Source: an optimization exercise on an open RTL-to-GDS flow (aim: small area, a short achievable clock period and few clock cycles). Production flows keep margins and buffers that such runs may drop. No functional check of the RTL was part of any run shown here. Power figures rest on the tool's default switching activity, not on a simulated workload.

==> design/flow/design.v <==
package csr_nfa_pkg;
	typedef logic [8-1:0] symbol_t;
	typedef logic [24-1:0] state_idx_t;
	typedef logic [16-1:0] line_addr_t;
	typedef logic [128-1:0] mem_line_t;
	typedef logic [4-1:0] lane_mask_t;
	typedef enum logic [1:0] {scan_wait_char, scan_probe, scan_visit, scan_swap} scan_state_e;
	typedef enum logic [2:0] {fetch_idle, fetch_ptr_read, fetch_ptr_wait, fetch_ptr_second,
		fetch_edge_read, fetch_edge_wait} fetch_state_e;
	function automatic logic [32-1:0] lane_word(input mem_line_t line,
		input logic [1:0] lane);
		lane_word = line[128-1-lane*32 -: 32];
	endfunction
endpackage
`timescale 1ns/1ns
module csr_nfa_top
(
	input logic clk,
	input logic reset,
	input csr_nfa_pkg::state_idx_t num_states,
	output logic char_ready,
	input logic char_valid,
	input csr_nfa_pkg::symbol_t char_a,
	input csr_nfa_pkg::symbol_t char_b,
	output logic rd_en,
	output csr_nfa_pkg::line_addr_t rd_addr,
	input csr_nfa_pkg::mem_line_t rd_data,
	output logic accept_a,
	output logic accept_b
);
	localparam int NS = 64;    
	localparam int NL = NS / 4 + 1;         
	localparam int PW = 18;                 
	function automatic logic [NL-1:0] low_oh(input logic [NL-1:0] v);
		logic seen;
		seen = 1'b0;
		for (int i = 0; i < NL; i++)
		begin
			low_oh[i] = v[i] && !seen;
			seen = seen || v[i];
		end
	endfunction
	function automatic logic [4:0] enc17(input logic [NL-1:0] oh);
		enc17 = '0;
		for (int i = 0; i < NL; i++)
			if (oh[i])
				enc17 = enc17 | 5'(i);
	endfunction
	function automatic logic [NL-1:0] dec17(input logic [4:0] g);
		for (int i = 0; i < NL; i++)
			dec17[i] = (g == 5'(i));
	endfunction
	function automatic logic [NL-1:0] need_lines(input logic [NS-1:0] u);
		logic [NS+4:0] ext;
		ext = {4'b0, u, 1'b0};
		for (int g = 0; g < NL; g++)
			need_lines[g] = |ext[4*g +: 5];
	endfunction
	function automatic logic [3:0] line_flags(input logic [NS-1:0] u, input logic [NL-1:0] oh);
		logic [NS+3:0] ext;
		ext = {3'b0, u, 1'b0};
		line_flags = '0;
		for (int g = 0; g < NL; g++)
			line_flags = line_flags | (ext[4*g +: 4] & {4{oh[g]}});
	endfunction
	function automatic logic [2:0] count5(input logic [PW-1:0] lo, input logic [PW-1:0] hi);
		logic [PW-1:0] d;
		d = hi - lo;
		count5 = (d > PW'(5)) ? 3'd5 : d[2:0];
	endfunction
	logic [6:0] n1_q;
	logic [5:0] nm1_q;
	always_ff @(posedge clk)
		if (reset)
		begin
			n1_q <= num_states[6:0] + 7'd1;
			nm1_q <= num_states[5:0] - 6'd1;
		end
	logic running;
	logic quiet;
	csr_nfa_pkg::symbol_t ca_q;
	csr_nfa_pkg::symbol_t cb_q;
	logic [NS-1:0] cur_a;
	logic [NS-1:0] cur_b;
	logic [NS-1:0] nxt_a;
	logic [NS-1:0] nxt_b;
	logic [NL-1:0] pend;
	logic ir_en;
	logic [15:0] ir_addr;
	logic ir_ptr;
	logic ir_spec;
	logic ir_edge;
	logic [3:0] ir_la;
	logic [3:0] ir_lb;
	logic dt_ptr;
	logic dt_spec;
	logic dt_edge;
	logic [3:0] dt_la;
	logic [3:0] dt_lb;
	logic [4:0] dt_g;
	logic spec_held;
	logic [4:0] spec_g;
	logic [PW-1:0] hp [5];
	logic [PW-1:0] raw3;
	logic [2:0] hc [4];
	logic [3:0] heq;
	logic [3:0] rem_a;
	logic [3:0] rem_b;
	logic [3:0] acc_pa;
	logic [3:0] acc_pb;
	logic s_busy;
	logic [15:0] s_line;
	logic [15:0] s_last;
	logic [1:0] s_ll;
	logic s_a;
	logic s_b;
	logic [3:0] lm_a;
	logic [3:0] lm_b;
	logic [5:0] lt [4];
	logic [6:0] cnt_a;
	logic [6:0] cnt_b;
	assign rd_en = ir_en;
	assign rd_addr = ir_addr;
	assign char_ready = !running;
	logic [NS-1:0] hit_a;
	logic [NS-1:0] hit_b;
	always_comb
	begin
		logic [7:0] hi_oh [4];
		logic [7:0] lo_oh [4];
		for (int l = 0; l < 4; l++)
			for (int k = 0; k < 8; k++)
			begin
				hi_oh[l][k] = (lt[l][5:3] == 3'(k));
				lo_oh[l][k] = (lt[l][2:0] == 3'(k));
			end
		for (int j = 0; j < NS; j++)
		begin
			hit_a[j] = 1'b0;
			hit_b[j] = 1'b0;
			for (int l = 0; l < 4; l++)
			begin
				hit_a[j] = hit_a[j] | (lm_a[l] & hi_oh[l][j/8] & lo_oh[l][j%8]);
				hit_b[j] = hit_b[j] | (lm_b[l] & hi_oh[l][j/8] & lo_oh[l][j%8]);
			end
		end
	end
	logic [NS-1:0] new_a;
	logic [NS-1:0] new_b;
	logic [NL-1:0] need_new;
	logic [NL-1:0] low_new;
	assign new_a = nxt_a | hit_a;
	assign new_b = nxt_b | hit_b;
	assign need_new = need_lines(new_a | new_b);
	assign low_new = low_oh(need_new);
	logic [PW-1:0] lane_p [4];
	logic [3:0] p_eq;
	logic [2:0] p_c [4];
	always_comb
	begin
		for (int l = 0; l < 4; l++)
			lane_p[l] = rd_data[128-1-32*l-14 -: PW];
		p_eq[0] = (raw3 == lane_p[0]);
		p_c[0] = count5(raw3, lane_p[0]);
		for (int l = 1; l < 4; l++)
		begin
			p_eq[l] = (lane_p[l-1] == lane_p[l]);
			p_c[l] = count5(lane_p[l-1], lane_p[l]);
		end
	end
	logic spec_have;
	logic [NL-1:0] spec_oh;
	logic spec_ok;
	logic [3:0] spec_eq;
	logic [3:0] spec_fa;
	logic [3:0] spec_fb;
	assign spec_have = dt_spec || spec_held;
	assign spec_oh = dec17(dt_spec ? dt_g : spec_g);
	assign spec_ok = spec_have && ((low_new & spec_oh) != '0);
	assign spec_eq = dt_spec ? p_eq : heq;
	assign spec_fa = line_flags(new_a, spec_oh);
	assign spec_fb = line_flags(new_b, spec_oh);
	logic [NL-1:0] late_oh;
	logic late_ok;
	logic [3:0] late_fa;
	logic [3:0] late_fb;
	assign late_oh = dec17(dt_g);
	assign late_ok = (late_oh & low_oh(pend)) != '0;
	assign late_fa = line_flags(cur_a, late_oh);
	assign late_fb = line_flags(cur_b, late_oh);
	logic [3:0] rem;
	logic [3:0] d_oh;
	logic [PW-1:0] d_s;
	logic [PW-1:0] d_e;
	logic [2:0] d_c;
	logic [3:0] d_end;
	logic [PW-1:0] d_lastw;
	logic d_single;
	logic [3:0] d_mask;
	logic d_a;
	logic d_b;
	assign rem = rem_a | rem_b;
	assign d_oh = rem & ~{rem[2:0] | {rem[1:0], 1'b0} | {rem[0], 2'b0}, 1'b0};
	always_comb
	begin
		d_s = '0;
		d_e = '0;
		d_c = '0;
		for (int i = 0; i < 4; i++)
			if (d_oh[i])
			begin
				d_s = hp[i];
				d_e = hp[i+1];
				d_c = hc[i];
			end
		d_end = {2'b0, d_s[1:0]} + {1'b0, d_c};
		d_single = (d_end <= 4'd4);
		for (int l = 0; l < 4; l++)
			d_mask[l] = (4'(l) >= {2'b0, d_s[1:0]}) && (4'(l) < d_end);
		d_lastw = d_e - 1'b1;
		d_a = |(rem_a & d_oh);
		d_b = |(rem_b & d_oh);
	end
	logic rem_single;
	logic s_is_last;
	logic hold_ok;
	logic edge_ok;
	logic ptr_issue;
	logic spec_issue;
	logic merge;
	logic [3:0] s_mask;
	logic [NL-1:0] ptr_oh;
	logic [7:0] cnt_a_nx;
	logic [7:0] cnt_b_nx;
	logic quiet_next;
	assign rem_single = (d_oh == rem);
	assign s_is_last = (s_line == s_last);
	assign hold_ok = (rem == '0) || (rem_single && (!s_busy || s_is_last));
	assign edge_ok = running || char_valid;
	assign cnt_a_nx = 8'(cnt_a) - 8'(cnt_a != '0) + 8'(acc_pa[0]) + 8'(acc_pa[1]) + 8'(acc_pa[2]) + 8'(acc_pa[3]);
	assign cnt_b_nx = 8'(cnt_b) - 8'(cnt_b != '0) + 8'(acc_pb[0]) + 8'(acc_pb[1]) + 8'(acc_pb[2]) + 8'(acc_pb[3]);
	assign quiet_next = running && !quiet && (pend == '0) && !ir_ptr && !ir_edge && !dt_ptr
		&& (rem == '0) && !s_busy && (cnt_a_nx <= 8'd1) && (cnt_b_nx <= 8'd1);
	assign ptr_issue = quiet ? (!spec_have && !ir_spec && (need_new != '0))
		: ((pend != '0) && !dt_ptr && !dt_spec && hold_ok && (!ir_ptr || (!running && !char_valid)));
	assign spec_issue = running && !quiet && (pend == '0) && (rem == '0) && !s_busy
		&& !ir_ptr && !dt_ptr && !ir_spec && !dt_spec && !spec_held && (need_new != '0);
	assign ptr_oh = quiet ? low_new : low_oh(pend);
	assign merge = s_busy && s_is_last && (rem != '0) && (d_s[PW-1:2] == s_line);
	always_comb
		for (int l = 0; l < 4; l++)
			s_mask[l] = !s_is_last || (2'(l) <= s_ll);
	logic edge_go;
	assign edge_go = edge_ok && !quiet && !ptr_issue && (s_busy || rem != '0);
	always_ff @(posedge clk)
	begin
		if (reset)
		begin
			ir_en <= 1'b1;
			ir_addr <= '0;
			ir_ptr <= 1'b1;
			ir_spec <= 1'b0;
			ir_edge <= 1'b0;
			s_busy <= 1'b0;
		end
		else
		begin
			ir_en <= 1'b0;
			ir_ptr <= 1'b0;
			ir_spec <= 1'b0;
			ir_edge <= 1'b0;
			if (ptr_issue)
			begin
				ir_en <= 1'b1;
				ir_ptr <= 1'b1;
				ir_addr <= {11'd0, enc17(ptr_oh)};
			end
			else if (spec_issue)
			begin
				ir_en <= 1'b1;
				ir_spec <= 1'b1;
				ir_addr <= {11'd0, enc17(low_new)};
			end
			else if (edge_go && s_busy)
			begin
				ir_en <= 1'b1;
				ir_edge <= 1'b1;
				ir_addr <= s_line;
				ir_la <= (s_a ? s_mask : 4'd0) | ((merge && d_a) ? d_mask : 4'd0);
				ir_lb <= (s_b ? s_mask : 4'd0) | ((merge && d_b) ? d_mask : 4'd0);
				s_line <= s_line + 16'd1;
				if (s_is_last)
				begin
					s_busy <= merge && !d_single;
					s_last <= d_lastw[PW-1:2];
					s_ll <= d_lastw[1:0];
					s_a <= d_a;
					s_b <= d_b;
				end
			end
			else if (edge_go)
			begin
				ir_en <= 1'b1;
				ir_edge <= 1'b1;
				ir_addr <= d_s[PW-1:2];
				ir_la <= d_a ? d_mask : 4'd0;
				ir_lb <= d_b ? d_mask : 4'd0;
				s_busy <= !d_single;
				s_line <= d_s[PW-1:2] + 16'd1;
				s_last <= d_lastw[PW-1:2];
				s_ll <= d_lastw[1:0];
				s_a <= d_a;
				s_b <= d_b;
			end
		end
	end
	always_ff @(posedge clk)
	begin
		if (dt_ptr || dt_spec)
		begin
			hp[0] <= hp[4];
			for (int l = 0; l < 4; l++)
			begin
				hp[l+1] <= lane_p[l] + PW'(n1_q);
				hc[l] <= p_c[l];
			end
			raw3 <= lane_p[3];
			heq <= p_eq;
		end
	end
	logic take;
	assign take = running || char_valid;
	always_ff @(posedge clk)
	begin
		if (reset)
		begin
			rem_a <= '0;
			rem_b <= '0;
			acc_pa <= '0;
			acc_pb <= '0;
			spec_held <= 1'b0;
		end
		else
		begin
			if (take)
			begin
				acc_pa <= '0;
				acc_pb <= '0;
			end
			if (quiet)
			begin
				spec_held <= 1'b0;
				rem_a <= spec_ok ? (spec_fa & ~spec_eq) : 4'd0;
				rem_b <= spec_ok ? (spec_fb & ~spec_eq) : 4'd0;
				acc_pa <= spec_ok ? (spec_fa & spec_eq) : 4'd0;
				acc_pb <= spec_ok ? (spec_fb & spec_eq) : 4'd0;
			end
			else if (dt_ptr)
			begin
				rem_a <= dt_la & ~p_eq;
				rem_b <= dt_lb & ~p_eq;
				acc_pa <= dt_la & p_eq;
				acc_pb <= dt_lb & p_eq;
			end
			else if (dt_spec && !running)
			begin
				rem_a <= late_ok ? (late_fa & ~p_eq) : 4'd0;
				rem_b <= late_ok ? (late_fb & ~p_eq) : 4'd0;
				acc_pa <= late_ok ? (late_fa & p_eq) : 4'd0;
				acc_pb <= late_ok ? (late_fb & p_eq) : 4'd0;
			end
			else
			begin
				if (dt_spec)
				begin
					spec_held <= 1'b1;
					spec_g <= dt_g;
				end
				if (edge_go && (s_busy ? merge : 1'b1))
				begin
					rem_a <= rem_a & ~d_oh;
					rem_b <= rem_b & ~d_oh;
				end
			end
		end
	end
	always_ff @(posedge clk)
	begin
		if (char_valid && !running)
		begin
			ca_q <= char_a;
			cb_q <= char_b;
		end
	end
	always_ff @(posedge clk)
	begin
		if (reset)
		begin
			running <= 1'b0;
			quiet <= 1'b0;
			cur_a <= NS'(1);
			cur_b <= NS'(1);
			nxt_a <= '0;
			nxt_b <= '0;
			pend <= NL'(1);
			dt_ptr <= 1'b0;
			dt_spec <= 1'b0;
			dt_edge <= 1'b0;
		end
		else
		begin
			quiet <= quiet_next;
			if (!running && char_valid)
				running <= 1'b1;
			if (quiet)
			begin
				running <= 1'b0;
				cur_a <= new_a;
				cur_b <= new_b;
				nxt_a <= '0;
				nxt_b <= '0;
				pend <= need_new & ~(spec_ok ? spec_oh : '0);
			end
			else
			begin
				nxt_a <= new_a;
				nxt_b <= new_b;
				if (ir_ptr && (running || char_valid))
					pend <= pend & ~low_oh(pend);
				else if (dt_spec && !running && late_ok)
					pend <= pend & ~late_oh;
			end
			dt_ptr <= ir_ptr && (running || char_valid);
			dt_spec <= ir_spec;
			dt_edge <= ir_edge;
		end
	end
	always_ff @(posedge clk)
	begin
		dt_g <= ir_addr[4:0];
		if (ir_ptr)
		begin
			dt_la <= line_flags(cur_a, dec17(ir_addr[4:0]));
			dt_lb <= line_flags(cur_b, dec17(ir_addr[4:0]));
		end
		else
		begin
			dt_la <= ir_la;
			dt_lb <= ir_lb;
		end
	end
	always_ff @(posedge clk)
	begin
		logic [32-1:0] w;
		logic ok;
		for (int l = 0; l < 4; l++)
		begin
			w = csr_nfa_pkg::lane_word(rd_data, 2'(l));
			ok = !reset && dt_edge && (w[23:6] == '0) && (w[5:0] <= nm1_q);
			lm_a[l] <= ok && dt_la[l] && (w[31:24] == ca_q);
			lm_b[l] <= ok && dt_lb[l] && (w[31:24] == cb_q);
			lt[l] <= w[5:0];
		end
	end
	always_ff @(posedge clk)
	begin
		if (reset)
		begin
			cnt_a <= '0;
			cnt_b <= '0;
			accept_a <= 1'b0;
			accept_b <= 1'b0;
		end
		else
		begin
			accept_a <= take && (cnt_a != '0);
			accept_b <= take && (cnt_b != '0);
			if (take)
			begin
				cnt_a <= cnt_a_nx[6:0];
				cnt_b <= cnt_b_nx[6:0];
			end
		end
	end
endmodule
==> design/flow/run.sh <==
#!/bin/bash
# synth_recipe.tcl (not shown) runs the flow's synth.tcl, then flattens the netlist and writes it again
# the make line also repeats each setting of config.mk as NAME=value (left out here)
make -C /OpenROAD-flow-scripts/flow DESIGN_CONFIG=/design/flow/config.mk WORK_HOME=/design/flow/orfs CLKGATE_MAP_FILE= SYNTH_SCRIPT=/design/flow/synth_recipe.tcl finish
==> design/flow/config.mk <==
export PLATFORM = sky130hd
export DESIGN_NAME = csr_nfa_top
export DESIGN_NICKNAME = csr_nfa_top
export VERILOG_FILES = /design/flow/design.v
export SDC_FILE = /design/flow/constraint.sdc
export NUM_CORES = 4
export LEC_CHECK = 0
export ABC_AREA = 0
export ABC_CLOCK_PERIOD_IN_PS = 3500
export CAP_MARGIN = 20
export CELL_PAD_IN_SITES_DETAIL_PLACEMENT = 0
export CELL_PAD_IN_SITES_GLOBAL_PLACEMENT = 1
export CORE_MARGIN = 2
export CORE_UTILIZATION = 45
export SETUP_SLACK_MARGIN = 5
export SLEW_MARGIN = 20
==> design/flow/constraint.sdc <==
create_clock -name core_clock -period 10.0 [get_ports {clk}]
set_input_delay 2.0000 -clock core_clock [delete_from_list [all_inputs] [get_ports {clk}]]
set_output_delay 2.0000 -clock core_clock [all_outputs]
set_load 0.01 [all_outputs]
==> results of run 1 <==
logic make-up (layout without fill, tap and decap cells):
kind of cell | after synthesis | count (layout) | share of synthesized area (%)
multiplexers | 47 | 47 | 1.362
flip-flops | 577 | 577 | 38.33
AND/OR/NAND/NOR | 1466 | 1466 | 21.73
AO/OA/AOI/OAI | 1063 | 1063 | 20.60
buffers and inverters | 448 | 665 | 5.630
adder cells (fa/ha/maj) | 171 | 171 | 6.370
XOR/XNOR | 241 | 241 | 5.970
cell type report:
| cell class | count | area (um^2) | area share (%) |
|---|---|---|---|
| clock buffers | 94 | 1931 | 4.687 |
| repair buffers | 341 | 3000 | 7.283 |
| clock inverters | 26 | 299.0 | 0.7259 |
| well taps | 1040 | 1301 | 3.159 |
| multi-input cells | 2988 | 20320 | 49.34 |
| inverters | 203 | 765.7 | 1.859 |
| repair inverters | 1 | 5.005 | 0.01215 |
| flip-flops and latches | 577 | 13570 | 32.94 |
stage by stage:
stage / cells / power, uW
finish: 5270 / 7243
global route: 5270 / 7513
CTS: 5265 / 7183
detailed placement: 5142 / 4657
global placement: 5142 / 4601
floorplan: 4013 / 3964
cells in the final DEF, fill, tap and decap left out, types with 23 or more instances in the layout:
master,n
nand2_1,248
a22o_1,33
inv_1,198
edfxtp_1,200
nand3_1,62
a221oi_1,73
nor2b_1,37
buf_4,166
xnor2_1,142
a22oi_1,41
clkdlybuf4s50_1,140
nand4_1,88
o22ai_1,328
mux2i_1,37
nor3_2,41
nor4_1,59
o21bai_1,26
a21oi_1,111
nand2b_1,34
xor2_1,97
clkbuf_16,69
nor2_1,484
ha_1,145
a21o_1,23
o21ai_0,106
nor3_1,177
a211oi_1,137
dfxtp_1,367
registers in the layout, indices dropped and copies added, names as in the netlist, 8 cells and up:
name,count
ir_addr,16
cur_b,64
cb_q,8
hc,12
ca_q,8
s_last,16
raw3,18
pend,17
s_line,16
cur_a,64
hp,90
nxt_a,64
nxt_b,64
lt,24
synthesized netlist by cell type, types with 13 or more instances:
cell / number / area share, %
a22oi_1: 41 / 0.87
inv_1: 202 / 2.1
nand2b_1: 34 / 0.60
buf_2: 71 / 1.0
a22o_1: 33 / 0.82
buf_4: 33 / 0.70
a221oi_1: 74 / 1.8
nor3_1: 198 / 2.8
mux2i_1: 38 / 1.1
a21boi_0: 19 / 0.40
o21ai_0: 116 / 1.6
fa_1: 15 / 0.85
clkbuf_1: 109 / 1.2
nand4_1: 88 / 1.6
xor2_1: 99 / 2.5
a222oi_1: 16 / 0.45
dfxtp_1: 377 / 21
or2_2: 17 / 0.30
a21oi_1: 113 / 1.6
or3_1: 26 / 0.46
nand4bb_1: 17 / 0.54
nor3_2: 28 / 0.79
a31oi_1: 17 / 0.30
nor2_1: 492 / 5.2
nor4_1: 64 / 1.1
edfxtp_1: 200 / 17
nor2b_1: 38 / 0.67
nand4b_1: 14 / 0.35
a21o_1: 23 / 0.49
and3_1: 13 / 0.23
o22ai_1: 328 / 5.8
a211oi_1: 137 / 2.9
nand3_1: 63 / 0.89
xnor2_1: 142 / 3.5
buf_1: 15 / 0.16
nand2_1: 250 / 2.7
or4_1: 13 / 0.28
ha_1: 156 / 5.5
o21bai_1: 26 / 0.55
o31ai_1: 21 / 0.45
where the power goes:
group | internal (uW) | switching [uW]
combinational | 729 | 1220
clock | 1480 | 1060
sequential | 2610 | 147
worst max path at each step:
stage,from,end,slack (ns),cells past startpoint
after floorplan,char_valid,s_line[12],5.01,17
after global placement,rd_data[65],hc[1][0],2.56,11
after detailed placement,rd_data[65],hc[1][0],2.57,11
after CTS,rd_data[79],hc[1][0],4.98,11
after global routing,lt[2][3],ir_addr[3],4.99,12
final,lt[2][3],ir_addr[3],5.10,12
routing by layer:
| layer | wire length, um | part of all wire (%) | vias to the layer above |
|---|---|---|---|
| met5 | 146 | 0.089 | - |
| met4 | 10530 | 6.4 | 10 |
| met3 | 21160 | 13 | 554 |
| met2 | 69570 | 42 | 2624 |
| met1 | 63440 | 38 | 17200 |
| li1 | - | - | 15390 |
what timing repair did:
| action | CTS | global route |
|---|---|---|
| setup buffers | 2 | 5 |
| setup endpoints to repair | 116 | 48 |
| pin swaps | 9 | 18 |
| resized for setup | 84 | 89 |
| hold buffers | 0 | 0 |
| gates cloned | 1 | 0 |
| endpoints found under the hold margin | 0 | 0 |
==> reports/results.ini, run 1 <==
[worst_setup_path]
cp.arrival_ns=5.40
path_buf_inv=0
cp_slowest_cell=or4_1
crit_chain=nand4bb_1, o22ai_1, nor3_2, nand2_1, or4_1, or2_1, nor4_2, a2111oi_1, a21bo_1, a21oi_1, a21oi_1, a221oi_1
cp_top_family=simple AND/OR/NAND/NOR gates
critPathMostFrequentCell=a21oi_1
cp_slowest_stage_delay_ns=0.89
cp.required_ns=10.50
r2r_setup_slack_ns=5.10
reg2reg_depth=12
r2r-end=ir_addr[3]
r2r_start=lt[2][3]
path_class=reg2reg
startpoint_type=register
worst-path-max-fanout=16
worstSetupEndpointType=register

[timing]
min_period_ns=4.905
worstMarginPinSlew_ns=1.153
finalHoldViolations=0
skew_ns=0.04517
fin_crit_sh_pct=49.05
fmax_mhz=203.9
tns_ns=0
rsz0062_at_grt=false
timing.final.ws_setup_ns=5.095
finalMaxSlewViolations=0
slew_headroom_pct=22.57
finalSetupViolations=0
holdWs_ns=0.4185

[synth]
synth.distinct_cells=90
synthFlopType=dfxtp_1
yosys_register_bits=577
synth_nets=4355
async_flop_share_pct=0
netlist_area_um2=35360
synth_warnings=8
avgSynthCellArea_um2=8.810
ys_seq_area_share_pct=38.33
synth_edf_count=200
synthCells=4013

[drt]
routed_wl_um=164800
firstDrtPassIters=9
routed_via_density=6.789
via_count=35780
drt-initial-drc-count=4729
wl_per_cell_um=31.28
postRouteAntennaNets=0
drc=0

[status]
status=complete, no violations

[placement]
dp_hpwl_um=121800
placement.io_buffers=173
gp_congestion=1.061
dpl_cell_area_um2=38490
place_ws_ns=2.574

[finish]
nets=4522
post-route-util_pct=53.09
drive_gt1_share_pct=11.39
syn_to_final_growth_pct=16.52
diodes=0
final_area_um2=41190
n_fill_cell=7223

[die]
chipHeight_um=284.3
rows=102
core_area_um2=77590
die_width_um=284.3
io_pins=191
die-area_um2=80830
start_util_pct=45.56

[grt]
grt_use_met1_pct=51.46
track_usage_pct=39.29
grt_pass1_vias=33240
met3_usage_pct=11.00
antenna_found_initial=7
top_usage_layer=met2
use_met2_pct=58.89
grt_overflow=0
grt_max_degree=119
grt_pass1_wl_um=233500

[worst_hold_path]
hold_class=reg2reg
holdPathStages=0
whs_endpoint=hp[0][13]
worstHoldStart=hp[4][13]

[pwr]
ir_drop_uv=103.3
power.leakage_uw=0.01500
p_per_area_nw_per_um2=175.8

[clock_tree]
clock_path_buffers=3
cts_max_level=3
cts_tree=done
cts.sinks=577
clock_latency_ns=0.64
cts_made_buffers=68
cts-root-buf=clkbuf_16
clk_transition_reported_paths_ns=0.06

[job]
maxCapViolCount=0

==> run 2: changes to the inputs <==
--- a/design/flow/design.v
+++ b/design/flow/design.v
@@ -68,12 +68,16 @@
 		d = hi - lo;
 		count5 = (d > PW'(5)) ? 3'd5 : d[2:0];
 	endfunction
+	logic [6:0] n_q;
 	logic [6:0] n1_q;
+	logic [6:0] n5_q;
 	logic [5:0] nm1_q;
 	always_ff @(posedge clk)
 		if (reset)
 		begin
+			n_q <= num_states[6:0];
 			n1_q <= num_states[6:0] + 7'd1;
+			n5_q <= num_states[6:0] + 7'd5;
 			nm1_q <= num_states[5:0] - 6'd1;
 		end
 	logic running;
@@ -97,11 +101,8 @@
 	logic dt_edge;
 	logic [3:0] dt_la;
 	logic [3:0] dt_lb;
-	logic [4:0] dt_g;
 	logic spec_held;
-	logic [4:0] spec_g;
 	logic [PW-1:0] hp [5];
-	logic [PW-1:0] raw3;
 	logic [2:0] hc [4];
 	logic [3:0] heq;
 	logic [3:0] rem_a;
@@ -160,8 +161,8 @@
 	begin
 		for (int l = 0; l < 4; l++)
 			lane_p[l] = rd_data[128-1-32*l-14 -: PW];
-		p_eq[0] = (raw3 == lane_p[0]);
-		p_c[0] = count5(raw3, lane_p[0]);
+		p_eq[0] = (hp[4] == lane_p[0]);
+		p_c[0] = count5(hp[4], lane_p[0]);
 		for (int l = 1; l < 4; l++)
 		begin
 			p_eq[l] = (lane_p[l-1] == lane_p[l]);
@@ -169,28 +170,15 @@
 		end
 	end
 	logic spec_have;
-	logic [NL-1:0] spec_oh;
-	logic spec_ok;
 	logic [3:0] spec_eq;
-	logic [3:0] spec_fa;
-	logic [3:0] spec_fb;
 	assign spec_have = dt_spec || spec_held;
-	assign spec_oh = dec17(dt_spec ? dt_g : spec_g);
-	assign spec_ok = spec_have && ((low_new & spec_oh) != '0);
 	assign spec_eq = dt_spec ? p_eq : heq;
-	assign spec_fa = line_flags(new_a, spec_oh);
-	assign spec_fb = line_flags(new_b, spec_oh);
-	logic [NL-1:0] late_oh;
-	logic late_ok;
-	logic [3:0] late_fa;
-	logic [3:0] late_fb;
-	assign late_oh = dec17(dt_g);
-	assign late_ok = (late_oh & low_oh(pend)) != '0;
-	assign late_fa = line_flags(cur_a, late_oh);
-	assign late_fb = line_flags(cur_b, late_oh);
 	logic [3:0] rem;
 	logic [3:0] d_oh;
+	logic [PW-1:0] d_lo;
+	logic [PW-1:0] d_hi;
 	logic [PW-1:0] d_s;
+	logic [PW-1:0] d_s4;
 	logic [PW-1:0] d_e;
 	logic [2:0] d_c;
 	logic [3:0] d_end;
@@ -203,21 +191,23 @@
 	assign d_oh = rem & ~{rem[2:0] | {rem[1:0], 1'b0} | {rem[0], 2'b0}, 1'b0};
 	always_comb
 	begin
-		d_s = '0;
-		d_e = '0;
+		d_lo = '0;
+		d_hi = '0;
 		d_c = '0;
 		for (int i = 0; i < 4; i++)
 			if (d_oh[i])
 			begin
-				d_s = hp[i];
-				d_e = hp[i+1];
+				d_lo = hp[i];
+				d_hi = hp[i+1];
 				d_c = hc[i];
 			end
+		d_s = d_lo + PW'(n1_q);
+		d_s4 = d_lo + PW'(n5_q);
+		d_lastw = d_hi + PW'(n_q);
 		d_end = {2'b0, d_s[1:0]} + {1'b0, d_c};
 		d_single = (d_end <= 4'd4);
 		for (int l = 0; l < 4; l++)
 			d_mask[l] = (4'(l) >= {2'b0, d_s[1:0]}) && (4'(l) < d_end);
-		d_lastw = d_e - 1'b1;
 		d_a = |(rem_a & d_oh);
 		d_b = |(rem_b & d_oh);
 	end
@@ -244,7 +234,7 @@
 	assign ptr_issue = quiet ? (!spec_have && !ir_spec && (need_new != '0))
 		: ((pend != '0) && !dt_ptr && !dt_spec && hold_ok && (!ir_ptr || (!running && !char_valid)));
 	assign spec_issue = running && !quiet && (pend == '0) && (rem == '0) && !s_busy
-		&& !ir_ptr && !dt_ptr && !ir_spec && !dt_spec && !spec_held && (need_new != '0);
+		&& !ir_ptr && !dt_ptr && !ir_spec && !dt_spec && !spec_held && need_new[0];
 	assign ptr_oh = quiet ? low_new : low_oh(pend);
 	assign merge = s_busy && s_is_last && (rem != '0) && (d_s[PW-1:2] == s_line);
 	always_comb
@@ -279,7 +269,7 @@
 			begin
 				ir_en <= 1'b1;
 				ir_spec <= 1'b1;
-				ir_addr <= {11'd0, enc17(low_new)};
+				ir_addr <= '0;
 			end
 			else if (edge_go && s_busy)
 			begin
@@ -306,7 +296,7 @@
 				ir_la <= d_a ? d_mask : 4'd0;
 				ir_lb <= d_b ? d_mask : 4'd0;
 				s_busy <= !d_single;
-				s_line <= d_s[PW-1:2] + 16'd1;
+				s_line <= d_s4[PW-1:2];
 				s_last <= d_lastw[PW-1:2];
 				s_ll <= d_lastw[1:0];
 				s_a <= d_a;
@@ -321,10 +311,9 @@
 			hp[0] <= hp[4];
 			for (int l = 0; l < 4; l++)
 			begin
-				hp[l+1] <= lane_p[l] + PW'(n1_q);
+				hp[l+1] <= lane_p[l];
 				hc[l] <= p_c[l];
 			end
-			raw3 <= lane_p[3];
 			heq <= p_eq;
 		end
 	end
@@ -350,10 +339,10 @@
 			if (quiet)
 			begin
 				spec_held <= 1'b0;
-				rem_a <= spec_ok ? (spec_fa & ~spec_eq) : 4'd0;
-				rem_b <= spec_ok ? (spec_fb & ~spec_eq) : 4'd0;
-				acc_pa <= spec_ok ? (spec_fa & spec_eq) : 4'd0;
-				acc_pb <= spec_ok ? (spec_fb & spec_eq) : 4'd0;
+				rem_a <= spec_have ? ({new_a[2:0], 1'b0} & ~spec_eq) : 4'd0;
+				rem_b <= spec_have ? ({new_b[2:0], 1'b0} & ~spec_eq) : 4'd0;
+				acc_pa <= spec_have ? ({new_a[2:0], 1'b0} & spec_eq) : 4'd0;
+				acc_pb <= spec_have ? ({new_b[2:0], 1'b0} & spec_eq) : 4'd0;
 			end
 			else if (dt_ptr)
 			begin
@@ -364,18 +353,15 @@
 			end
 			else if (dt_spec && !running)
 			begin
-				rem_a <= late_ok ? (late_fa & ~p_eq) : 4'd0;
-				rem_b <= late_ok ? (late_fb & ~p_eq) : 4'd0;
-				acc_pa <= late_ok ? (late_fa & p_eq) : 4'd0;
-				acc_pb <= late_ok ? (late_fb & p_eq) : 4'd0;
+				rem_a <= pend[0] ? ({cur_a[2:0], 1'b0} & ~p_eq) : 4'd0;
+				rem_b <= pend[0] ? ({cur_b[2:0], 1'b0} & ~p_eq) : 4'd0;
+				acc_pa <= pend[0] ? ({cur_a[2:0], 1'b0} & p_eq) : 4'd0;
+				acc_pb <= pend[0] ? ({cur_b[2:0], 1'b0} & p_eq) : 4'd0;
 			end
 			else
 			begin
 				if (dt_spec)
-				begin
 					spec_held <= 1'b1;
-					spec_g <= dt_g;
-				end
 				if (edge_go && (s_busy ? merge : 1'b1))
 				begin
 					rem_a <= rem_a & ~d_oh;
@@ -419,7 +405,7 @@
 				cur_b <= new_b;
 				nxt_a <= '0;
 				nxt_b <= '0;
-				pend <= need_new & ~(spec_ok ? spec_oh : '0);
+				pend <= need_new & {{(NL-1){1'b1}}, !spec_have};
 			end
 			else
 			begin
@@ -427,8 +413,8 @@
 				nxt_b <= new_b;
 				if (ir_ptr && (running || char_valid))
 					pend <= pend & ~low_oh(pend);
-				else if (dt_spec && !running && late_ok)
-					pend <= pend & ~late_oh;
+				else if (dt_spec && !running)
+					pend <= pend & {{(NL-1){1'b1}}, 1'b0};
 			end
 			dt_ptr <= ir_ptr && (running || char_valid);
 			dt_spec <= ir_spec;
@@ -437,7 +423,6 @@
 	end
 	always_ff @(posedge clk)
 	begin
-		dt_g <= ir_addr[4:0];
 		if (ir_ptr)
 		begin
 			dt_la <= line_flags(cur_a, dec17(ir_addr[4:0]));
==> design/flow/flow/run.sh (new file) <==
#!/bin/bash
# The standard layout, with repair_timing aiming at a larger setup margin
set -euo pipefail
bash standard.sh SETUP_SLACK_MARGIN=6.5 finish > standard_run.log 2>&1
==> design/flow/standard.sh (new file) <==
#!/bin/bash
# synth_recipe.tcl (not shown) runs the flow's synth.tcl, then flattens the netlist and writes it again
# the make line also repeats each setting of config.mk as NAME=value (left out here)
make -C /OpenROAD-flow-scripts/flow DESIGN_CONFIG=/design/flow/config.mk WORK_HOME=/design/flow/orfs CLKGATE_MAP_FILE= SYNTH_SCRIPT=/design/flow/synth_recipe.tcl "${@:-finish}"
removed: design/flow/run.sh
==> run 2 against run 1 <==
  * Register-to-register slack improved by 0.36 ns
  * Clock-buffer cell count increased by 5
  * Cell count decreased by 4.3%
  * Largest cell class unchanged
  * Largest power group is now combinational cells
  * Critical path type is now in2reg
==> reports/results.ini, run 2 <==
[placement]
placed_cells=4588  ; -11%
dp_hpwl_um=97190  ; -20%
dpl_cell_area_um2=35180  ; -8.6%
gp_congestion=1.005  ; -5.3%
placement.io_buffers=173  ; unchanged

[clock_tree]
clk_transition_reported_paths_ns=0.06  ; about the same
cts_hold_buf=0  ; unchanged
cts_max_level=3  ; unchanged
cts_made_buffers=67  ; -1.5%
cts_tree=done
clock_path_buffers=3  ; unchanged
clock_latency_ns=0.62  ; -0.02 ns
cts-root-buf=clkbuf_16
cts.sinks=561  ; -2.8%

[pwr]
p_per_area_nw_per_um2=187.8  ; +6.8%
internal_power_uw=5286  ; +9.7%
combPwrFrac_pct=35.3  ; +8.4 points
total_power_uw=8134  ; +12%
ir_drop_uv=161.7  ; +57%
netSwitchingFraction_pct=35.02  ; +1.6 points
power_frac_clock_pct=31.2  ; -3.9 points
switching_power_uw=2848  ; +18%
power_frac_seq_pct=33.5  ; -4.5 points
power.leakage_uw=0.01597  ; +6.4%

[worst_setup_path]
path_class=in2reg
cp_slowest_cell=or3b_4
startpoint_type=primary input
r2r_start=rem_b[0]
critPathMostFrequentCell=o21a_1
cp.required_ns=10.35  ; -0.15 ns
cp.arrival_ns=4.95  ; -0.45 ns
worst-path-max-fanout=4  ; -12
crit_chain=buf_2, buf_6, inv_4, ha_4, nor2b_1, o21a_1, o21a_1, o21a_1, o21a_1, or2_4, a21oi_2, xnor2_2, a2111oi_4, nand4b_1, or3b_4
worstSetupEndpointType=register
critPathLaunch=rd_data[65]
cp_slowest_stage_delay_ns=0.45  ; -0.44 ns

[timing]
finalSetupViolations=0  ; unchanged
rsz0062_at_grt=true
finalMaxSlewViolations=0  ; unchanged
skew_ns=0.02660  ; -0.01857 ns
fmax_mhz=217.3  ; +6.6%
worstMarginPinSlew_ns=1.242  ; +0.08907 ns
min_period_ns=4.602  ; -0.3026 ns
finalHoldViolations=0  ; unchanged
fin_crit_sh_pct=46.02  ; -3.0 points
slew_headroom_pct=17.22  ; -5.3 points
tns_ns=0  ; unchanged

[synth]
netlist_area_um2=32350  ; -8.5%
avgSynthCellArea_um2=8.829  ; +0.21%
synth_most_common_cell=nor2_1
synth_edf_count=189  ; -5.5%
yosys_register_bits=561  ; -2.8%
synthFlopType=dfxtp_1
async_flop_share_pct=0  ; unchanged
ys_seq_area_share_pct=40.56  ; +2.2 points
synth_nets=3994  ; -8.3%
synth.distinct_cells=91  ; +1.1%
ys_top_cells_by_area=dfxtp_1 23%, edfxtp_1 18%, ha_1 5.6%, nor2_1 5.5%, o22ai_1 5.1%
synthCells=3664  ; -8.7%
synth_warnings=8  ; unchanged
synth_common_cells=474 x nor2_1, 372 x dfxtp_1, 265 x o22ai_1, 192 x nor3_1, 189 x edfxtp_1
synth_top_area_share_pct=23.02  ; +1.7 points
synth_top_cell_by_area=dfxtp_1

[status]
status=complete, no violations

[finish]
nets=4365  ; -3.5%
regMostFlops=hp
largest_reg_flops=90  ; unchanged
instances_no_fill=5041  ; -4.3%
final_common_cell=nor2_1
drive_gt1_share_pct=27.04  ; +16 points
syn_to_final_growth_pct=33.86
post-route-util_pct=60.68  ; +7.6 points
layout_common_cells=459 x nor2_1, 327 x dfxtp_1, 283 x buf_4
final_area_um2=43300  ; +5.1%

[grt]
grt_max_degree=100  ; -16%
antenna_found_initial=6  ; -1
grt_pass1_vias=31270  ; -5.9%
grt_overflow=0  ; unchanged
grt_pass1_wl_um=206600  ; -12%
track_usage_pct=37.60  ; -1.7 points

[drt]
routed_via_density=6.526  ; -3.9%
firstDrtPassIters=7  ; -2
via_count=32900  ; -8.1%
drt-initial-drc-count=3958  ; -16%
routed_wl_um=145800  ; -12%
postRouteAntennaNets=0  ; unchanged
wl_per_cell_um=28.92  ; -7.5%
drc=0  ; unchanged

[die]
core_area_um2=71360  ; -8.0%
chipHeight_um=272.1  ; -4.3%
rows=98  ; -3.9%
start_util_pct=45.33  ; -0.23 points
io_pins=191  ; unchanged
die_width_um=272.1  ; -4.3%
die-area_um2=74050  ; -8.4%

[worst_hold_path]
hold_class=reg2reg
worstHoldStart=ir_addr[5]

[job]
maxCapViolCount=0  ; unchanged

-- run 2: changes by cell type after synthesis, sizes merged, moves of 25 or more --
cell	before	now
nand2	256	175
o22ai	329	265
clkbuf	114	165
buf	131	87
xnor2	142	102
nor3	228	194
o21ai	118	149
inv	202	175
a21oi	113	138
-- run 2: cell type report --
| cell class | count | area (um^2) |
|---|---|---|
| Fill cell | 6067 | 28060 |
| Tap cell | 950 | 1189 |
| Clock inverter | 22 | 245.2 |
| Clock buffer | 99 | 2022 |
| Timing Repair Buffer | 550 | 5229 |
| Sequential cell | 561 | 13260 |
| Multi-Input combinational cell | 2679 | 20620 |
| Inverter | 175 | 723.2 |
| Timing Repair inverter | 1 | 7.507 |
| Antenna cell | 4 | 10.01 |
-- run 2: routing by layer --
metal / share of wire [%] / global-route usage [%] / routed length, um
met1: 37 / 45.33 / 54230
met2: 44 / 58.92 / 64630
met3: 9.7 / 9.521 / 14190
met4: 8.7 / 26.16 / 12680
met5: 0.043 / 0.5135 / 62
-- run 2: per-stage QoR --
| step | hold slack [ns] | setup slack (ns) |
|---|---|---|
| 2_1_floorplan | 0.4244 | 5.230 |
| 3_3_place_gp | 0.4416 | 3.992 |
| 3_5_place_dp | 0.4497 | 3.971 |
| 4_1_cts | 0.4635 | 5.430 |
| 5_1_grt | 0.4826 | 5.303 |
| 6_report | 0.4574 | 5.398 |
-- run 2: logic make-up (layout without fill, tap and decap cells) --
kind of cell,Yosys count,after routing,synth area share (%)
compound gates,1004,1005,20.91
xor+xnor,209,209,5.701
fa+ha+maj,160,160,6.482
buf+inv,427,847,5.446
flops,561,561,40.56
mux,18,18,0.5724
other cells,0,4,0
simple gates,1285,1287,20.32
-- run 2: power groups by stage --
| stage | clock network, uW | registers, uW | logic (uW) |
|---|---|---|---|
| 6_report | 2540 | 2720 | 2870 |
| 5_1_grt | 2630 | 2730 | 3070 |
| 4_1_cts | 2540 | 2710 | 2650 |
| 3_5_place_dp | 0 | 2760 | 2240 |
| 3_3_place_gp | 0 | 2760 | 2180 |
| 2_1_floorplan | 0 | 2660 | 1550 |
-- run 2: critical path, delay by kind of cell --
family                     cells  cell delay [ns]
AOI/OAI and AO/OA              6             1.23
and+or+nand+nor                4             1.08
buffers and inverters          3             0.33
adders and majority gates      1             0.20
xor gates and xnor gates       1             0.10
-- run 2: path summary, 6_finish.rpt --
path,endpoint,slack (ns),cells after the start
worst max-delay path,hc[2][2],5.40,15
worst min-delay path,ir_addr[5],0.46,1
worst max register to register,s_last[15],5.45,22
worst min register to register,ir_addr[5],0.46,1
-- run 2: timing repair --
item / CTS / global route
buffers inserted: 222 / 95
setup endpoints to repair: 235 / 198
pin swaps: 174 / 158
resized for setup: 694 / 233
gates cloned: 8 / 2
==> run 3: changes to the inputs <==
--- a/design/flow/design.v
+++ b/design/flow/design.v
@@ -115,6 +115,8 @@
 	logic [1:0] s_ll;
 	logic s_a;
 	logic s_b;
+	logic [1:0] s_idx;
+	logic s_inhold;
 	logic [3:0] lm_a;
 	logic [3:0] lm_b;
 	logic [5:0] lt [4];
@@ -236,7 +238,21 @@
 	assign spec_issue = running && !quiet && (pend == '0) && (rem == '0) && !s_busy
 		&& !ir_ptr && !dt_ptr && !ir_spec && !dt_spec && !spec_held && need_new[0];
 	assign ptr_oh = quiet ? low_new : low_oh(pend);
-	assign merge = s_busy && s_is_last && (rem != '0) && (d_s[PW-1:2] == s_line);
+	logic gap_empty;
+	logic [1:0] d_idx;
+	always_comb
+	begin
+		gap_empty = 1'b1;
+		d_idx = '0;
+		for (int k = 0; k < 4; k++)
+		begin
+			if (d_oh[k])
+				d_idx = 2'(k);
+			if ((2'(k) > s_idx) && ((d_oh >> (k + 1)) != '0) && !heq[k])
+				gap_empty = 1'b0;
+		end
+	end
+	assign merge = s_busy && s_is_last && s_inhold && (rem != '0) && (s_ll != 2'd3) && gap_empty;
 	always_comb
 		for (int l = 0; l < 4; l++)
 			s_mask[l] = !s_is_last || (2'(l) <= s_ll);
@@ -281,6 +297,7 @@
 				s_line <= s_line + 16'd1;
 				if (s_is_last)
 				begin
+					s_idx <= d_idx;
 					s_busy <= merge && !d_single;
 					s_last <= d_lastw[PW-1:2];
 					s_ll <= d_lastw[1:0];
@@ -296,6 +313,7 @@
 				ir_la <= d_a ? d_mask : 4'd0;
 				ir_lb <= d_b ? d_mask : 4'd0;
 				s_busy <= !d_single;
+				s_idx <= d_idx;
 				s_line <= d_s4[PW-1:2];
 				s_last <= d_lastw[PW-1:2];
 				s_ll <= d_lastw[1:0];
@@ -306,6 +324,10 @@
 	end
 	always_ff @(posedge clk)
 	begin
+		if (dt_ptr || dt_spec || reset)
+			s_inhold <= 1'b0;
+		else if (edge_go && !s_busy)
+			s_inhold <= 1'b1;
 		if (dt_ptr || dt_spec)
 		begin
 			hp[0] <= hp[4];
==> design/flow/run.sh (new file) <==
#!/bin/bash
# synth_recipe.tcl (not shown) runs the flow's synth.tcl, then flattens the netlist and writes it again
# the make line also repeats each setting of config.mk as NAME=value (left out here)
make -C /OpenROAD-flow-scripts/flow DESIGN_CONFIG=/design/flow/config.mk WORK_HOME=/design/flow/orfs CLKGATE_MAP_FILE= SYNTH_SCRIPT=/design/flow/synth_recipe.tcl finish
==> design/flow/config.mk (replaced) <==
export PLATFORM = sky130hd
export DESIGN_NAME = csr_nfa_top
export DESIGN_NICKNAME = csr_nfa_top
export VERILOG_FILES = /design/flow/design.v
export SDC_FILE = /design/flow/constraint.sdc
export NUM_CORES = 4
export LEC_CHECK = 0
export ABC_AREA = 1
export CAP_MARGIN = 20
export CELL_PAD_IN_SITES_DETAIL_PLACEMENT = 0
export CELL_PAD_IN_SITES_GLOBAL_PLACEMENT = 1
export CORE_MARGIN = 2
export CORE_UTILIZATION = 45
export SLEW_MARGIN = 20
removed: design/flow/flow/run.sh
removed: design/flow/standard.sh
==> run 3 against run 2 <==
  * Clock power increased by 7%
  * Combinational power is 36% higher
  * Sequential power is 9.6% higher
  * Final area decreased by 9.1%
  * Die area rose by 5.7%
  * Non-clock buffer count is 341 lower
  * Critical endpoint is now ir_addr[4]
  * Synthesized area increased by 5.8%
  * Wire length decreased by 4.0%
  * Synthesized cell count is 26% higher
  * Clock skew shrank 0.0040 ns
==> reports/results.ini, run 3 <==
[drt]
drc=0  ; unchanged
wl_per_cell_um=24.10  ; -17%
via_count=33380  ; +1.4%
drt-initial-drc-count=3364  ; -15%
routed_via_density=5.747  ; -12%
firstDrtPassIters=8  ; +1
postRouteAntennaNets=0  ; unchanged
routed_wl_um=140000  ; -4.0%

[timing]
skew_ns=0.02262  ; -0.003979 ns
finalSetupViolations=0  ; unchanged
finalMaxSlewViolations=0  ; unchanged
finalHoldViolations=0  ; unchanged
fin_crit_sh_pct=54.37  ; +8.3 points
fmax_mhz=183.9  ; -15%
rsz0062_at_grt=false
tns_ns=0  ; unchanged
timing.final.ws_setup_ns=4.563  ; -0.8349 ns
slew_headroom_pct=21.82  ; +4.6 points
worstMarginPinSlew_ns=1.173  ; -0.06891 ns
min_period_ns=5.437  ; +0.8349 ns

[die]
chipHeight_um=279.7  ; +2.8%
die-area_um2=78250  ; +5.7%
core_area_um2=75570  ; +5.9%
die_width_um=279.7  ; +2.8%
rows=101  ; +3.1%
io_pins=191  ; unchanged
start_util_pct=45.27  ; -0.058 points

[synth]
synth.distinct_cells=71  ; -22%
synth_top_area_share_pct=21.83  ; -1.2 points
avgSynthCellArea_um2=7.394  ; -16%
synthFlopType=dfxtp_1
ys_top_cells_by_area=dfxtp_1 22%, edfxtp_1 17%, nor2_1 8.3%, inv_1 7.0%, nand2_1 6.9%
synth_edf_count=191  ; +1.1%
synth_most_common_cell=nor2_1
synthCells=4627  ; +26%
async_flop_share_pct=0  ; unchanged
synth_common_cells=756 x nor2_1, 642 x inv_1, 629 x nand2_1, 373 x dfxtp_1, 307 x a21oi_1
synth_warnings=8  ; unchanged
synth_nets=4957  ; +24%
netlist_area_um2=34210  ; +5.8%
synth_top_cell_by_area=dfxtp_1
ys_seq_area_share_pct=38.59  ; -2.0 points
yosys_register_bits=564  ; +0.53%

[finish]
n_fill_cell=7571  ; +25%
final_common_cell=nor2_1
drive_gt1_share_pct=6.276  ; -21 points
post-route-util_pct=52.08  ; -8.6 points
largest_reg_flops=90  ; unchanged
syn_to_final_growth_pct=15.03
regMostFlops=hp
nets=5101  ; +17%
layout_common_cells=750 x nor2_1, 640 x inv_1, 627 x nand2_1

[pwr]
power.leakage_uw=0.01638  ; +2.6%
p_per_area_nw_per_um2=244.2  ; +30%
ir_drop_uv=180.2  ; +11%

[clock_tree]
clock_path_buffers=3  ; unchanged
cts_resized=0  ; -100%
cts_max_level=3  ; unchanged
cts.sinks=564  ; +0.53%
postCtsSetupBuffers=0  ; -100%
clk_transition_reported_paths_ns=0.06  ; about the same
cts_tree=done
cts_hold_buf=0  ; unchanged
cts_made_buffers=70  ; +4.5%
cts-root-buf=clkbuf_16
clock_latency_ns=0.63  ; about the same

[worst_setup_path]
cp_slowest_cell=o21ai_0
worstSetupEndpointType=register
crit_chain=clkdlybuf4s50_1, nor2_2, nor2_1, inv_1, nand3_1, nand4_1, buf_4, inv_1, o21ai_0, nand2_1, o21ai_0, nor2_1, nor2_1
critPathMostFrequentCell=nor2_1
cp_top_family=buffers and inverters
cp.required_ns=10.57  ; +0.22 ns
cp.arrival_ns=6.01  ; +1.06 ns
path_class=in2reg
path_buf_inv=4  ; +1
cp_slowest_stage_delay_ns=0.76  ; +0.31 ns
worst-path-max-fanout=48  ; +44
startpoint_type=primary input

[placement]
placement.io_buffers=173  ; unchanged
dp_hpwl_um=104500  ; +7.5%
gp_congestion=1.034  ; +2.9%
place_ws_ns=3.587  ; -0.3846 ns

[grt]
grt_pass1_vias=31700  ; +1.4%
grt_pass1_wl_um=205600  ; -0.51%
antenna_found_initial=2  ; -4
grt_overflow=0  ; unchanged
grt_max_degree=88  ; -12%
track_usage_pct=35.43  ; -2.2 points

[worst_hold_path]
hold_class=reg2reg

[job]
maxCapViolCount=0  ; unchanged

[status]
status=complete, no violations

-- run 3: cells by family (layout without fill, tap and decap cells) --
group,after synthesis,count (layout),share of synthesized area (%)
xor+xnor,151,151,3.866
other cells,0,1,0
fa+ha+maj,159,159,6.100
simple gates,2039,2039,26.62
buf+inv,818,1019,9.351
flops,564,564,38.59
compound gates,896,896,15.47
-- run 3: power by group --
group | leakage [uW] | internal (uW) | switching [uW] | total [uW]
Combinational | 0.0104 | 1330 | 2580 | 3910
Sequential | 0.00480 | 2750 | 233 | 2980
Clock | 0.00119 | 1630 | 1080 | 2720
-- run 3: path summary, 6_finish.rpt --
kind / from / end / slack [ns] / cells after the start
setup reg to reg: rem_a[0] / ir_lb[0] / 5.12 / 19
hold / removal: hp[4][13] / hp[0][13] / 0.46 / 0
hold reg to reg: hp[4][13] / hp[0][13] / 0.46 / 0
setup / recovery: char_valid / ir_addr[4] / 4.56 / 13
-- run 3: metal layers --
layer / wire length [um] / GRT usage (%)
met3: 9061 / 5.396
met4: 11210 / 23.93
met5: 10 / 0
met1: 56010 / 43.35
met2: 63670 / 57.74
-- run 3: layout make-up --
class                      instances  area (um^2)  share of cell area, %
clock buffer                      85         1881                  4.779
antenna                            1        2.502               0.006359
timing repair buffer             209         1999                  5.081
multi-input combinational       3245        17920                  45.55
sequential                       564        13200                  33.55
inverter                         681         2577                  6.549
tap                              978         1224                  3.109
clock inverter                    44        543.0                  1.380
-- run 3: metrics by stage --
step / area [um^2] / std cells / hold WS, ns / total power (uW)
after global routing: 39350 / 5807 / 0.4747 / 10210
after global placement: 36920 / 5677 / 0.4357 / 6884
final: 39350 / 5807 / 0.4587 / 9611
after floorplan: 34210 / 4627 / 0.4104 / 5600
after CTS: 39340 / 5806 / 0.4624 / 9627
after detailed placement: 36920 / 5677 / 0.4494 / 6908
==> run 4: changes to the inputs <==
--- a/design/flow/design.v
+++ b/design/flow/design.v
@@ -63,11 +63,6 @@
 		for (int g = 0; g < NL; g++)
 			line_flags = line_flags | (ext[4*g +: 4] & {4{oh[g]}});
 	endfunction
-	function automatic logic [2:0] count5(input logic [PW-1:0] lo, input logic [PW-1:0] hi);
-		logic [PW-1:0] d;
-		d = hi - lo;
-		count5 = (d > PW'(5)) ? 3'd5 : d[2:0];
-	endfunction
 	logic [6:0] n_q;
 	logic [6:0] n1_q;
 	logic [6:0] n5_q;
@@ -103,7 +98,6 @@
 	logic [3:0] dt_lb;
 	logic spec_held;
 	logic [PW-1:0] hp [5];
-	logic [2:0] hc [4];
 	logic [3:0] heq;
 	logic [3:0] rem_a;
 	logic [3:0] rem_b;
@@ -158,18 +152,13 @@
 	assign low_new = low_oh(need_new);
 	logic [PW-1:0] lane_p [4];
 	logic [3:0] p_eq;
-	logic [2:0] p_c [4];
 	always_comb
 	begin
 		for (int l = 0; l < 4; l++)
 			lane_p[l] = rd_data[128-1-32*l-14 -: PW];
 		p_eq[0] = (hp[4] == lane_p[0]);
-		p_c[0] = count5(hp[4], lane_p[0]);
 		for (int l = 1; l < 4; l++)
-		begin
 			p_eq[l] = (lane_p[l-1] == lane_p[l]);
-			p_c[l] = count5(lane_p[l-1], lane_p[l]);
-		end
 	end
 	logic spec_have;
 	logic [3:0] spec_eq;
@@ -182,8 +171,6 @@
 	logic [PW-1:0] d_s;
 	logic [PW-1:0] d_s4;
 	logic [PW-1:0] d_e;
-	logic [2:0] d_c;
-	logic [3:0] d_end;
 	logic [PW-1:0] d_lastw;
 	logic d_single;
 	logic [3:0] d_mask;
@@ -195,21 +182,18 @@
 	begin
 		d_lo = '0;
 		d_hi = '0;
-		d_c = '0;
 		for (int i = 0; i < 4; i++)
 			if (d_oh[i])
 			begin
 				d_lo = hp[i];
 				d_hi = hp[i+1];
-				d_c = hc[i];
 			end
 		d_s = d_lo + PW'(n1_q);
 		d_s4 = d_lo + PW'(n5_q);
 		d_lastw = d_hi + PW'(n_q);
-		d_end = {2'b0, d_s[1:0]} + {1'b0, d_c};
-		d_single = (d_end <= 4'd4);
+		d_single = (d_s[PW-1:2] == d_lastw[PW-1:2]);
 		for (int l = 0; l < 4; l++)
-			d_mask[l] = (4'(l) >= {2'b0, d_s[1:0]}) && (4'(l) < d_end);
+			d_mask[l] = (2'(l) >= d_s[1:0]) && (!d_single || (2'(l) <= d_lastw[1:0]));
 		d_a = |(rem_a & d_oh);
 		d_b = |(rem_b & d_oh);
 	end
@@ -334,7 +318,6 @@
 			for (int l = 0; l < 4; l++)
 			begin
 				hp[l+1] <= lane_p[l];
-				hc[l] <= p_c[l];
 			end
 			heq <= p_eq;
 		end
--- a/design/flow/config.mk
+++ b/design/flow/config.mk
@@ -5,7 +5,7 @@
 export SDC_FILE = /design/flow/constraint.sdc
 export NUM_CORES = 4
 export LEC_CHECK = 0
-export ABC_AREA = 1
+export ABC_AREA = 0
 export CAP_MARGIN = 20
 export CELL_PAD_IN_SITES_DETAIL_PLACEMENT = 0
 export CELL_PAD_IN_SITES_GLOBAL_PLACEMENT = 1
==> run 4 against run 3 <==
  * Non-clock buffer count rose by 69
  * Hold slack got worse by 0.0034 ns
  * Sequential power fell by about 10%
  * Die area fell by 15%
  * Highest routed layer unchanged
==> reports/results.ini, run 4 <==
[status]
status=complete, no violations

[synth]
synth_edf_count=179  ; -6.3%
synth_most_common_cell=nor2_1
synth_xor_area_share_pct=7.482  ; +3.6 points
async_flop_share_pct=0  ; unchanged
synthFlopType=dfxtp_1
synth_common_cells=426 x nor2_1, 373 x dfxtp_1, 278 x o22ai_1, 179 x edfxtp_1, 176 x nor3_1
ys_seq_area_share_pct=44.42  ; +5.8 points
netlist_area_um2=28910  ; -15%
synth_top_family_by_area=simple AND/OR/NAND/NOR gates
synthCells=3146  ; -32%
yosys.area_share.simple_pct=19.79  ; -6.8 points
synth_adder_area_share_pct=3.877  ; -2.2 points
synth_top_cell_by_area=dfxtp_1
synth_top_area_share_pct=25.83  ; +4.0 points
synth_nets=3401  ; -31%
avgSynthCellArea_um2=9.190  ; +24%
synth.distinct_cells=96  ; +35%
synth_compound_area_share_pct=19.02  ; +3.5 points
ys_top_cells_by_area=dfxtp_1 26%, edfxtp_1 19%, o22ai_1 6.0%, nor2_1 5.5%, xor2_1 4.5%
yosys_register_bits=552  ; -2.1%
synth_mux_area_share_pct=0.4068  ; +0.41 points
synth_warnings=6  ; -2

[grt]
grt_pass1_wl_um=166300  ; -19%
antenna_found_initial=1  ; -1
track_usage_pct=33.79  ; -1.6 points
grt_max_degree=111  ; +26%
grt_overflow=0  ; unchanged
grt_pass1_vias=25100  ; -21%

[worst_hold_path]
hold_class=reg2reg
holdPathStages=2  ; +2

[placement]
place_ws_ns=3.994  ; +0.4076 ns
placement.io_buffers=173  ; unchanged
dp_hpwl_um=82870  ; -21%
gp_congestion=0.9385  ; -9.3%
placed_cells=4032  ; -29%

[clock_tree]
cts-root-buf=clkbuf_16
clock_latency_ns=0.61  ; -0.02 ns
clk_transition_reported_paths_ns=0.06  ; about the same
cts_resized=0  ; unchanged
clock_path_buffers=3  ; unchanged
cts_tree=done
cts_max_level=3  ; unchanged
cts.sinks=552  ; -2.1%
cts_made_buffers=66  ; -5.7%
postCtsSetupBuffers=0  ; unchanged
cts_hold_buf=0  ; unchanged

[finish]
layout_common_cells=424 x nor2_1, 372 x dfxtp_1, 278 x o22ai_1
largest_reg_flops=90  ; unchanged
regMostFlops=hp
post-route-util_pct=53.25  ; +1.2 points
drive_gt1_share_pct=8.808  ; +2.5 points
final_common_cell=nor2_1
nets=3511  ; -31%
syn_to_final_growth_pct=16.61
instances_no_fill=4150  ; -29%
n_fill_cell=5777  ; -24%
diodes=0  ; -1

[worst_setup_path]
reg2reg_depth=17  ; -2
cp_slowest_cell=or4_4
worstSetupEndpointType=register
startpoint_type=register
crit_chain=or4_4, nor2_1, nand2_1, o22ai_1, nor2_1, ha_1, fa_1, a211oi_1, o21ai_0, a31o_2, nand4_1, xor2_1, xor2_1, nor4_1, and4bb_1, o2111a_2, o211ai_1
path_class=reg2reg
worst-path-max-fanout=16  ; -67%
cp_slowest_stage_delay_ns=0.73  ; -0.03 ns
cp.arrival_ns=6.20  ; +0.19 ns
cp.required_ns=10.34  ; -0.23 ns

[timing]
slew_headroom_pct=19.07  ; -2.8 points
worstMarginPinSlew_ns=1.205  ; +0.03199 ns
fmax_mhz=170.5  ; -7.3%
finalMaxSlewViolations=0  ; unchanged
rsz0062_at_grt=false
timing.final.ws_setup_ns=4.134  ; -0.4288 ns
fin_crit_sh_pct=58.66  ; +4.3 points
min_period_ns=5.866  ; +0.4288 ns
finalHoldViolations=0  ; unchanged
skew_ns=0.02327  ; +0.0006479 ns
finalSetupViolations=0  ; unchanged
tns_ns=0  ; unchanged

[drt]
routed_wl_um=115000  ; -18%
wl_per_cell_um=27.72  ; +15%
firstDrtPassIters=8  ; unchanged
routed_via_density=6.396  ; +11%
postRouteAntennaNets=0  ; unchanged
drt-initial-drc-count=3801  ; +13%
via_count=26540  ; -20%
drc=0  ; unchanged

[die]
die-area_um2=66290  ; -15%
chipHeight_um=257.5  ; -8.0%
start_util_pct=45.67  ; +0.39 points
die_width_um=257.5  ; -8.0%
core_area_um2=63310  ; -16%
io_pins=191  ; unchanged
rows=92  ; -8.9%

[pwr]
total_power_uw=7131  ; -26%
p_per_area_nw_per_um2=211.5  ; -13%
power.leakage_uw=0.01183  ; -28%
ir_drop_uv=139.4  ; -23%

[job]
maxCapViolCount=0  ; unchanged

## run 4: cell types whose count changed after synthesis, sizes merged, moves of 53 or more
cell and change:
inv -575, nand2 -492, nor2 -361, nand3 -292, a21oi -220, o21ai -155
a211oi +115, o22ai +114, nor3 +110, ha -70, xnor2 +57, clkbuf +53
## run 4: power by group
part           internal (uW)  total (uW)  switching (uW)  leakage (uW)
sequential              2500        2680             178       0.00470
clock                   1490        2470             981       0.00110
combinational            774        1980            1200       0.00603
## run 4: metrics by stage
stage	hold WS, ns	area [um^2]
detailed placement	0.4494	31460
global placement	0.4420	31460
floorplan	0.4244	28910
global route	0.4904	33720
CTS	0.4570	33680
finish	0.4553	33720
## run 4: worst max-delay path, delay by kind of cell, from the launching register on
family | cells | cell delay (ns)
xor+xnor | 2 | 0.43
flops | 1 | 0.52
simple gates | 7 | 2.43
fa+ha+maj | 2 | 0.68
compound gates | 6 | 1.54
## run 4: layout make-up
| type | instances | area [um^2] | share of cell area (%) |
|---|---|---|---|
| clock inverter | 21 | 216.5 | 0.6420 |
| sequential | 552 | 12850 | 38.10 |
| tap | 846 | 1059 | 3.140 |
| multi-input combinational | 2256 | 14700 | 43.59 |
| inverter | 102 | 382.9 | 1.136 |
| clock buffer | 95 | 2001 | 5.934 |
| timing repair buffer | 278 | 2514 | 7.455 |
## run 4: path summary, 6_finish.rpt
check | from | endpoint | slack (ns)
worst max-delay path | rem_b[1] | ir_lb[3] | 4.13
worst min-delay path | cnt_a[5] | cnt_a[5] | 0.46
worst max register to register | rem_b[1] | ir_lb[3] | 4.13
worst min register to register | cnt_a[5] | cnt_a[5] | 0.46
## run 4: cells by family (layout without fill, tap and decap cells)
group	after synthesis	after routing
AND/OR/NAND/NOR	1119	1119
adder cells (fa/ha/maj)	85	85
multiplexers	11	11
XOR/XNOR	247	247
buffers and inverters	338	496
flip-flops	552	552
AO/OA/AOI/OAI	794	794
## run 4: routing by layer
| metal | vias to the layer above | routed length (um) | track usage [%] |
|---|---|---|---|
| li1 | 11980 | - | - |
| met3 | 259 | 13820 | 11.18 |
| met1 | 12810 | 48260 | 46.27 |
| met5 | - | 87 | 1.023 |
| met4 | 2 | 4840 | 13.26 |
| met2 | 1492 | 48030 | 48.93 |
==> run 5: changes to the inputs <==
--- a/design/flow/config.mk
+++ b/design/flow/config.mk
@@ -8,7 +8,8 @@
 export ABC_AREA = 0
 export CAP_MARGIN = 20
 export CELL_PAD_IN_SITES_DETAIL_PLACEMENT = 0
-export CELL_PAD_IN_SITES_GLOBAL_PLACEMENT = 1
+export CELL_PAD_IN_SITES_GLOBAL_PLACEMENT = 0
 export CORE_MARGIN = 2
-export CORE_UTILIZATION = 45
+export CORE_UTILIZATION = 55
+export SETUP_SLACK_MARGIN = 5
 export SLEW_MARGIN = 20
==> run 5 against run 4 <==
  * Flip-flop and latch count unchanged
  * Global-route usage increased by 6.1 points
  * Sequential share of layout area increased by 0.36 points
  * Combinational power increased by 5%
  * Sequential power about the same
  * Synthesized cell count unchanged
  * Clock skew increased by 0.0068 ns
  * Critical path depth decreased by 6
  * Register-to-register slack improved by 0.86 ns
  * Clock power decreased by 6%
  * Die area decreased by 18%
  * Wire length decreased by 3.2%
  * Critical path type unchanged
  * Critical endpoint is now s_line[6]
==> reports/results.ini, run 5 <==
[status]
status=complete, no violations

[synth]
async_flop_share_pct=0  ; unchanged
avgSynthCellArea_um2=9.190  ; unchanged
synth_warnings=6  ; unchanged
synth_top_cell_by_area=dfxtp_1
synthFlopType=dfxtp_1
synth_most_common_cell=nor2_1
synth_nets=3401  ; unchanged

[worst_setup_path]
critPathLaunch=lt[3][4]
cp.arrival_ns=5.35  ; -0.85 ns
crit_chain=nand4b_2, o22ai_1, nor3_1, nand4_1, or4_1, and4bb_1, and4_1, a31oi_2, or3_4, nor2_4, buf_12
path_class=reg2reg
cp_slowest_cell=dfxtp_1
r2r-end=s_line[6]
worstSetupEndpointType=register

[drt]
drt-initial-drc-count=4588  ; +21%
routed_via_density=6.926  ; +8.3%
routed_wl_um=111400  ; -3.2%
drc=0  ; unchanged
firstDrtPassIters=10  ; +2

[clock_tree]
clock_path_buffers=3  ; unchanged
cts.sinks=552  ; unchanged
cts_made_buffers=58  ; -12%

[timing]
tns_ns=0  ; unchanged
finalHoldViolations=0  ; unchanged
fin_crit_sh_pct=50.06  ; -8.6 points
skew_ns=0.03006  ; +0.006792 ns
worstMarginPinSlew_ns=1.147  ; -0.05773 ns
finalSetupViolations=0  ; unchanged

[pwr]
ir_drop_uv=131.7  ; -5.5%
power.leakage_uw=0.01175  ; -0.74%
power_frac_seq_pct=37.8  ; +0.2 points
combPwrFrac_pct=29.4  ; +1.7 points
switching_power_uw=2399  ; +1.6%

[die]
start_util_pct=55.35  ; +9.7 points
io_pins=191  ; unchanged
rows=84  ; -8.7%

[grt]
grt_max_degree=211  ; +90%
track_usage_pct=39.93  ; +6.1 points
grt_pass1_wl_um=161100  ; -3.2%

[placement]
placement.io_buffers=173  ; unchanged

[finish]
seq_area_um2=12860  ; +0.13%
syn_to_final_growth_pct=15.68
multiInputGateArea_um2=14840  ; +1.0%
regMostFlops=hp
n_fill_cell=4387  ; -24%
final_common_cell=nor2_1
nets=3476  ; -1.0%
largest_reg_flops=90  ; unchanged

-- run 5: cell counts after synthesis --
No cell type changed its count.
-- run 5: critical path: cells and delay by family (launching register included) --
kind / cells / cell delay [ns]
simple gates: 8 / 3.21
buf+inv: 1 / 0.15
flops: 1 / 0.94
compound gates: 2 / 0.38
-- run 5: worst min path at each step --
stage,slack [ns],end,depth (start not counted),startpoint
final,0.46,cnt_a[5],2,cnt_a[5]
after global routing,0.47,cnt_a[5],2,cnt_a[5]
after CTS,0.46,cnt_a[5],2,cnt_a[5]
after detailed placement,0.45,cnt_a[5],2,cnt_a[5]
after global placement,0.44,ir_addr[5],2,ir_addr[5]
after floorplan,0.42,lm_a[1],2,dt_la[1]
-- run 5: through the flow --
step                hold WS, ns  cells  utilization [%]  worst slack (ns)  area [um^2]
floorplan                0.4244   3146                -             5.279        28920
global placement         0.4419   3812            58.99             3.426        30810
detailed placement       0.4532   3814            59.04             3.631        30840
CTS                      0.4608   3933            63.33             4.984        33080
global route             0.4736   3959            64.02             4.973        33440
finish                   0.4570   3960            64.03             4.994        33450
-- run 5: area by class of cell --
cell class	instances	area share [%]
diodes	1	0.007482
clock buffers	89	5.574
clock inverters	21	0.5948
inverters	102	1.145
multi-input cells	2257	44.38
flip-flops and latches	552	38.46
well taps	688	2.574
repair buffers	250	7.265
-- run 5: power by group through the flow --
stage / combinational (uW) / sequential (uW) / clock, uW
6_report: 2080 / 2680 / 2330
5_1_grt: 2240 / 2690 / 2420
4_1_cts: 2020 / 2670 / 2320
3_5_place_dp: 1970 / 2710 / 0
3_3_place_gp: 1920 / 2710 / 0
2_1_floorplan: 1350 / 2640 / 0
-- run 5: timing repair --
item,4_1_cts,5_1_grt
gates resized for setup,22,36
buffers inserted,7,25
gates cloned,2,0
pin swaps,4,5
endpoints found under the setup margin,69,36
-- run 5: logic make-up (layout without fill, tap and decap cells) --
kind of cell               after synthesis  in the layout  share of synthesized area (%)
and+or+nand+nor                       1119           1120                          19.79
AOI/OAI and AO/OA                      794            794                          19.02
DFF                                    552            552                          44.42
buffers and inverters                  338            462                          5.016
xor gates and xnor gates               247            247                          7.482
adders and majority gates               85             85                          3.877
muxes                                   11             11                         0.4068
other                                    0              1                              0
-- run 5: per-layer routing --
layer	GRT usage, %	wire [um]	vias up
li1	-	-	11940
met1	51.08	41990	12980
met2	59.84	47630	2014
met3	11.90	13930	486
met4	23.19	7779	6
met5	0	69	-

## what the ideal ports hide
The flow's constraints put no driver on any port. The routed layouts listed below were extracted and timed again, unchanged, in two steps. Step 1 sets driving cells, clkbuf_16 on the clock port and buf_2 on the other inputs (assumed; they add their load-dependent delay and slew). Step 2 times the ports against the registers' clock, not the clock port: input delays grow and output delays shrink by t, the midpoint of the rising clock arrivals with the driver on. a / b / c = no drivers / after step 1 / after step 2; a / b = the first two.
run | t (ns) | setup slack, ns
run 1 | 0.676 | 5.095 / 5.095 / 4.488
run 2 | 0.674 | 5.398 / 5.445 / 4.771
run 3 | 0.686 | 4.563 / 4.611 / 3.925
run 4 | 0.659 | 4.134 / 4.134 / 3.922
run 5 | 0.685 | 4.994 / 4.994 / 4.488
After both steps setup and hold are still met in every run listed.
